This design comes from an exercise in tuning for small area on the open sky130 flow, not from production work. Where RTL was checked, it was by simulation tests only, not by an equivalence proof against the original. Power figures rest on the tool's default switching activity, not on a simulated workload.

## job 3258
==> flow/design.v <==
package firPkg;
    typedef logic signed [17:0] sampleT;    
    localparam logic [107:0] InitCoef0 = {
        18'h01111, 18'h03333, 18'h0999a, 18'h26667, 18'h19999, 18'h06666
    };
    localparam logic [89:0] InitCoef1 = {
        18'h3c000, 18'h10000, 18'h09999, 18'h06666, 18'h03333
    };
endpackage
`timescale 1ns/10ps
module firChannel #(
    parameter int              N        = 6,
    parameter int              Base     = 0,
    parameter logic [18*N-1:0] InitCoef = '0
) (
    input  logic        iClk,
    input  logic        iRst,
    input  logic        iChanged,
    input  logic [17:0] iData,
    input  logic        iCoefWrEn,
    input  logic [3:0]  iCoefWrAddr,
    input  logic [17:0] iCoefWrData,
    output logic        oChanged,
    output logic [17:0] oData
);
    localparam logic [3:0] StF1   = 4'd9;     
    localparam logic [3:0] StF0   = 4'd10;    
    localparam logic [3:0] StWait = 4'd14;    
    localparam logic [3:0] StIdle = 4'd15;
    logic [2:0]  ph;           
    logic        togQ;         
    logic [3:0]  st;           
    logic [2:0]  vcnt;         
    logic        newS;
    logic        lastPh;
    logic        first;
    logic        act;
    logic        wait0;
    logic        go;
    logic        lastGo;
    logic        valid;
    logic        bOne;
    logic        bTwo;
    logic        bNeg;
    logic [17:0] coef;
    assign newS   = iChanged ^ togQ;
    assign lastPh = (ph == 3'(N - 1));
    assign first  = (ph == 3'd0);
    assign act    = (st <= 4'd8);
    assign wait0  = (st == StWait);
    assign go     = act | (wait0 & first);
    assign lastGo = (st == 4'd8) & lastPh;
    assign valid  = go & (first | ({1'b0, vcnt} + {1'b0, ph} > 4'(N)));
    always_ff @(posedge iClk or posedge iRst) begin
        if (iRst) begin
            ph <= '0;
            togQ <= 1'b0;
            st <= StIdle;
            oChanged <= 1'b0;
            vcnt <= '0;
        end else begin
            ph <= lastPh ? '0 : ph + 1'b1;
            togQ <= iChanged;
            if (newS) begin
                st <= StWait;
                if (vcnt != 3'(N))
                    vcnt <= vcnt + 1'b1;
            end else if (wait0 & first) begin
                st <= 4'd0;
            end else if ((act & lastPh) | (st == StF1)) begin
                st <= st + 1'b1;
            end else if (st == StF0) begin
                st <= StIdle;
                oChanged <= ~oChanged;
            end
        end
    end
    coefRing #(.N(N), .Base(Base), .InitCoef(InitCoef)) uCoef (
        .iClk, .iRst, .ph, .iCoefWrEn, .iCoefWrAddr, .iCoefWrData, .head(coef)
    );
    sampleRing #(.N(N)) uSamp (
        .iClk, .newS, .iData, .go, .first, .rndZero(st == 4'd0 || wait0), .valid,
        .bOne, .bTwo, .bNeg
    );
    macUnit uMac (
        .iClk, .shiftIn(act & first), .zeroIn(iRst | (wait0 & first)),
        .bOne, .bTwo, .bNeg, .coef, .result(oData)
    );
endmodule
`timescale 1ns/10ps
module sampleRing #(
    parameter int N = 6
) (
    input  logic        iClk,
    input  logic        newS,       
    input  logic [17:0] iData,
    input  logic        go,         
    input  logic        first,      
    input  logic        rndZero,    
    input  logic        valid,      
    output logic        bOne,       
    output logic        bTwo,       
    output logic        bNeg        
);
    logic [17:0] sampQ [N];
    logic [2:0]  dig;               
    always_ff @(posedge iClk) begin
        if (newS)
            sampQ[0] <= iData;
        else if (go)
            sampQ[0] <= {sampQ[N-1][1:0], sampQ[N-1][17:2]};
        for (int i = 1; i < N; i++)
            if (newS | go)
                sampQ[i] <= sampQ[i-1];
    end
    always_comb begin
        if (first)
            dig = {sampQ[0][1:0], sampQ[0][17]};
        else
            dig = {sampQ[0][17:16], sampQ[0][15]};
        if (rndZero)
            dig[0] = 1'b0;
        bOne = valid & (dig[1] ^ dig[0]);
        bTwo = valid & ((dig[2] & ~dig[1] & ~dig[0]) | (~dig[2] & dig[1] & dig[0]));
        bNeg = valid & dig[2];
    end
endmodule
`timescale 1ns/10ps
module coefRing #(
    parameter int              N        = 6,
    parameter int              Base     = 0,
    parameter logic [18*N-1:0] InitCoef = '0
) (
    input  logic        iClk,
    input  logic        iRst,
    input  logic [2:0]  ph,
    input  logic        iCoefWrEn,
    input  logic [3:0]  iCoefWrAddr,
    input  logic [17:0] iCoefWrData,
    output logic [17:0] head
);
    function automatic int tapOf(input int p);
        tapOf = (p == 0) ? 0 : N - p;
    endfunction
    logic [N-1:0][17:0] coefQ;
    logic [17:0]  wdHi;
    logic [17:0]  wdLo;
    logic [3:0]   tap;
    logic [3:0]   pos;
    logic         hit;
    logic [N-1:0] we;
    assign wdHi = iCoefWrData | {18{iRst}};
    assign wdLo = iCoefWrData & ~{18{iRst}};
    always_comb begin
        tap = iCoefWrAddr - 4'(Base);
        hit = iCoefWrEn && (tap < 4'(N));
        pos = tap + {1'b0, ph};
        if (pos >= 4'(N))
            pos = pos - 4'(N);
        pos = 4'(N - 1) - pos;
        for (int i = 0; i < N; i++)
            we[i] = iRst | (hit && pos == 4'(i));
    end
    always_ff @(posedge iClk) begin
        for (int i = 0; i < N; i++) begin
            if (we[i])
                coefQ[i] <= (InitCoef[18*tapOf(i) +: 18] & wdHi) | (~InitCoef[18*tapOf(i) +: 18] & wdLo);
            else
                coefQ[i] <= coefQ[(i + 1) % N];
        end
    end
    assign head = coefQ[0];
endmodule
`timescale 1ns/10ps
module macUnit (
    input  logic        iClk,
    input  logic        shiftIn,    
    input  logic        zeroIn,     
    input  logic        bOne,
    input  logic        bTwo,
    input  logic        bNeg,
    input  logic [17:0] coef,
    output logic [17:0] result
);
    logic [21:0] acc;
    logic        pc;         
    logic        pcNext;
    logic [21:0] mag;
    logic [21:0] bx;
    logic [21:0] accIn;
    logic [1:0]  midIn;      
    logic [10:0] loIn;
    logic        hiCin;
    logic [21:0] sum;
    logic        cy;
    always_comb begin
        mag = '0;
        if (bOne)
            mag = {{4{coef[17]}}, coef};
        else if (bTwo)
            mag = {{3{coef[17]}}, coef, 1'b0};
        bx = mag ^ {22{bNeg}};
        if (shiftIn)
            accIn = {{2{acc[21]}}, acc[21:2]};
        else if (zeroIn)
            accIn = '0;
        else
            accIn = acc;
        if (shiftIn) begin
            midIn = acc[12:11] + {1'b0, pc};
            hiCin = acc[12] & acc[11] & pc;
        end else begin
            midIn = accIn[10:9];
            hiCin = pc & ~zeroIn;
        end
        loIn = {midIn, accIn[8:0]};
        cy = bNeg;
        for (int i = 0; i < 11; i++) begin
            sum[i] = loIn[i] ^ bx[i] ^ cy;
            cy = (loIn[i] & bx[i]) | (loIn[i] & cy) | (bx[i] & cy);
        end
        pcNext = cy;
        cy = hiCin;
        for (int i = 11; i < 22; i++) begin
            sum[i] = accIn[i] ^ bx[i] ^ cy;
            cy = (accIn[i] & bx[i]) | (accIn[i] & cy) | (bx[i] & cy);
        end
    end
    always_ff @(posedge iClk) begin
        acc <= sum;
        pc <= pcNext;
    end
    assign result = acc[17:0];
endmodule
`timescale 1ns/10ps
module firEngine (
    input  logic           iClk,
    input  logic           iRst,
    input  logic           iData0Changed,    
    input  firPkg::sampleT iData0,
    input  logic           iData1Changed,
    input  firPkg::sampleT iData1,
    input  logic           iCoefWrEn,
    input  logic [3:0]     iCoefWrAddr,
    input  firPkg::sampleT iCoefWrData,
    output logic           oData0Changed,    
    output firPkg::sampleT oData0,
    output logic           oData1Changed,
    output firPkg::sampleT oData1
);
    firChannel #(.N(6), .Base(0), .InitCoef(firPkg::InitCoef0)) uCh0 (
        .iClk, .iRst, .iChanged(iData0Changed), .iData(iData0),
        .iCoefWrEn, .iCoefWrAddr, .iCoefWrData,
        .oChanged(oData0Changed), .oData(oData0)
    );
    firChannel #(.N(5), .Base(8), .InitCoef(firPkg::InitCoef1)) uCh1 (
        .iClk, .iRst, .iChanged(iData1Changed), .iData(iData1),
        .iCoefWrEn, .iCoefWrAddr, .iCoefWrData,
        .oChanged(oData1Changed), .oData(oData1)
    );
endmodule
export LEC_CHECK = 0
export ABC_AREA = 1
export CAP_MARGIN = 20
export CORE_MARGIN = 2
export CORE_UTILIZATION = 65
export SLEW_MARGIN = 20
create_clock -name core_clock -period 8.0 [get_ports {iClk}]
standard.sh (not shown) runs the stock make flow with config.mk's settings and CLKGATE_MAP_FILE= SYNTH_SCRIPT=/design/flow/synth_recipe.tcl, a recipe that flattens the netlist after the stock synthesis.
==> flow/flow/run.sh <==
#!/bin/bash
# Standard ORFS layout with these changes:
#  - ports are buffered with the smallest buffer
#  - clock tree synthesis adds no dummy loads and clusters up to 18 flip-flops
#    (within 70 um) on each leaf buffer
# Each tool's full log is under orfs/logs/; make's output is in standard.log.
set -euo pipefail
rm -rf scripts
cp -r "$FLOW_HOME/scripts" scripts
cat > scripts/abc_area.script <<'A'
strash
&get -n
&synch2
&nf -R 1000
&put
topo
A
export SCRIPTS_DIR="$PWD/scripts"
export BUFFER_PORTS_ARGS="-buffer_cell sky130_fd_sc_hd__buf_1"
export CTS_ARGS="-sink_clustering_enable -repair_clock_nets -dont_use_dummy_load -buf_list {sky130_fd_sc_hd__clkbuf_4 sky130_fd_sc_hd__clkbuf_8} -sink_clustering_size 18 -sink_clustering_max_diameter 70"
bash standard.sh > standard.log 2>&1
Job 3258 | status: complete | timing, DRC, antenna: pass
## Diff of input files: job 1801 against job 3258
--- a/flow/design.v
+++ b/flow/design.v
@@ -143,13 +143,12 @@
         tapOf = (p == 0) ? 0 : N - p;
     endfunction
-    logic [N-1:0][17:0] coefQ;
-    logic [17:0]  wdHi;
-    logic [17:0]  wdLo;
-    logic [3:0]   tap;
-    logic [3:0]   pos;
-    logic         hit;
-    logic [N-1:0] we;
+    logic [17:0] coefQ [N];
+    logic [17:0] wdHi;
+    logic [17:0] wdLo;
     assign wdHi = iCoefWrData | {18{iRst}};
     assign wdLo = iCoefWrData & ~{18{iRst}};
+    logic [3:0] tap;
+    logic [3:0] pos;
+    logic       hit;
     always_comb begin
         tap = iCoefWrAddr - 4'(Base);
@@ -159,14 +158,14 @@
             pos = pos - 4'(N);
         pos = 4'(N - 1) - pos;
-        for (int i = 0; i < N; i++)
-            we[i] = iRst | (hit && pos == 4'(i));
-    end
-    always_ff @(posedge iClk) begin
-        for (int i = 0; i < N; i++) begin
-            if (we[i])
-                coefQ[i] <= (InitCoef[18*tapOf(i) +: 18] & wdHi) | (~InitCoef[18*tapOf(i) +: 18] & wdLo);
-            else
-                coefQ[i] <= coefQ[(i + 1) % N];
-        end
+    end
+    for (genvar i = 0; i < N; i++) begin : gCoef
+        logic        we;
+        logic [17:0] wd;
+        logic [17:0] initV;
+        assign initV = InitCoef[18*tapOf(i) +: 18];
+        assign wd = (initV & wdHi) | (~initV & wdLo);
+        assign we = iRst | (hit && pos == 4'(i));
+        always_ff @(posedge iClk)
+            coefQ[i] <= we ? wd : coefQ[(i + 1) % N];
     end
     assign head = coefQ[0];
@@ -190,5 +189,4 @@
     logic [21:0] accIn;
     logic [1:0]  midIn;      
-    logic [10:0] loIn;
     logic        hiCin;
     logic [21:0] sum;
@@ -214,9 +212,10 @@
             hiCin = pc & ~zeroIn;
         end
-        loIn = {midIn, accIn[8:0]};
         cy = bNeg;
         for (int i = 0; i < 11; i++) begin
-            sum[i] = loIn[i] ^ bx[i] ^ cy;
-            cy = (loIn[i] & bx[i]) | (loIn[i] & cy) | (bx[i] & cy);
+            logic a;
+            a = (i >= 9) ? midIn[i-9] : accIn[i];
+            sum[i] = a ^ bx[i] ^ cy;
+            cy = (a & bx[i]) | (a & cy) | (bx[i] & cy);
         end
         pcNext = cy;
## What came out
- The worst-case clock skew of job 1801 was inferior to that of job 3258.
- Between job 3258 and job 1801, the total nets after synthesis does not differ in any meaningful way.
- Total number of vias for job 1801 is lower than for job 3258.
- Job 1801 falls short of job 3258 in worst setup slack.
- Changes observed in job 1801 relative to job 3258: shortest clock period the worst path allows after layout saw an increase, diode insertion count for antenna repair saw little to no change, depth of the worst hold-timing path saw an increase, met3 layer wire length in the routed design saw a decrease, layout clock buffer count saw little to no change.
- | sum of internal, switching and leakage power | job 3258 vs job 1801 | ≈ equal |
- Looking at job 3258 and job 1801, the number of placed instances, taps included is a wash.
Function not checked in job 1801: the RTL went through the layout flow alone.

==> afterwards: timing with drivers on the ports <==
How much do the figures lean on ideal ports? The routed layouts below were timed once more, with nothing changed but the port constraints. Step 1: set_driving_cell puts a clkbuf_16 on iClk and a buf_2 on each other input, an assumption about the parent block. Step 2 times the ports against the registers' clock, not the clock port: input delays grow and output delays shrink by t, the midpoint of the rising clock arrivals with the driver on. a / b / c = ideal / step 1 / step 2; a / b = the first two.
| run | t, ns | setup WS [ns] | slew at the worst register clock pin (ns) |
|---|---|---|---|
| job 3258 | 0.633 | 1.082 / 1.082 / 1.082 | 0.11 / 0.11 |
| job 1801 | 0.628 | 0.958 / 0.958 / 0.958 | 0.11 / 0.11 |
After both steps every run listed still meets setup and hold.
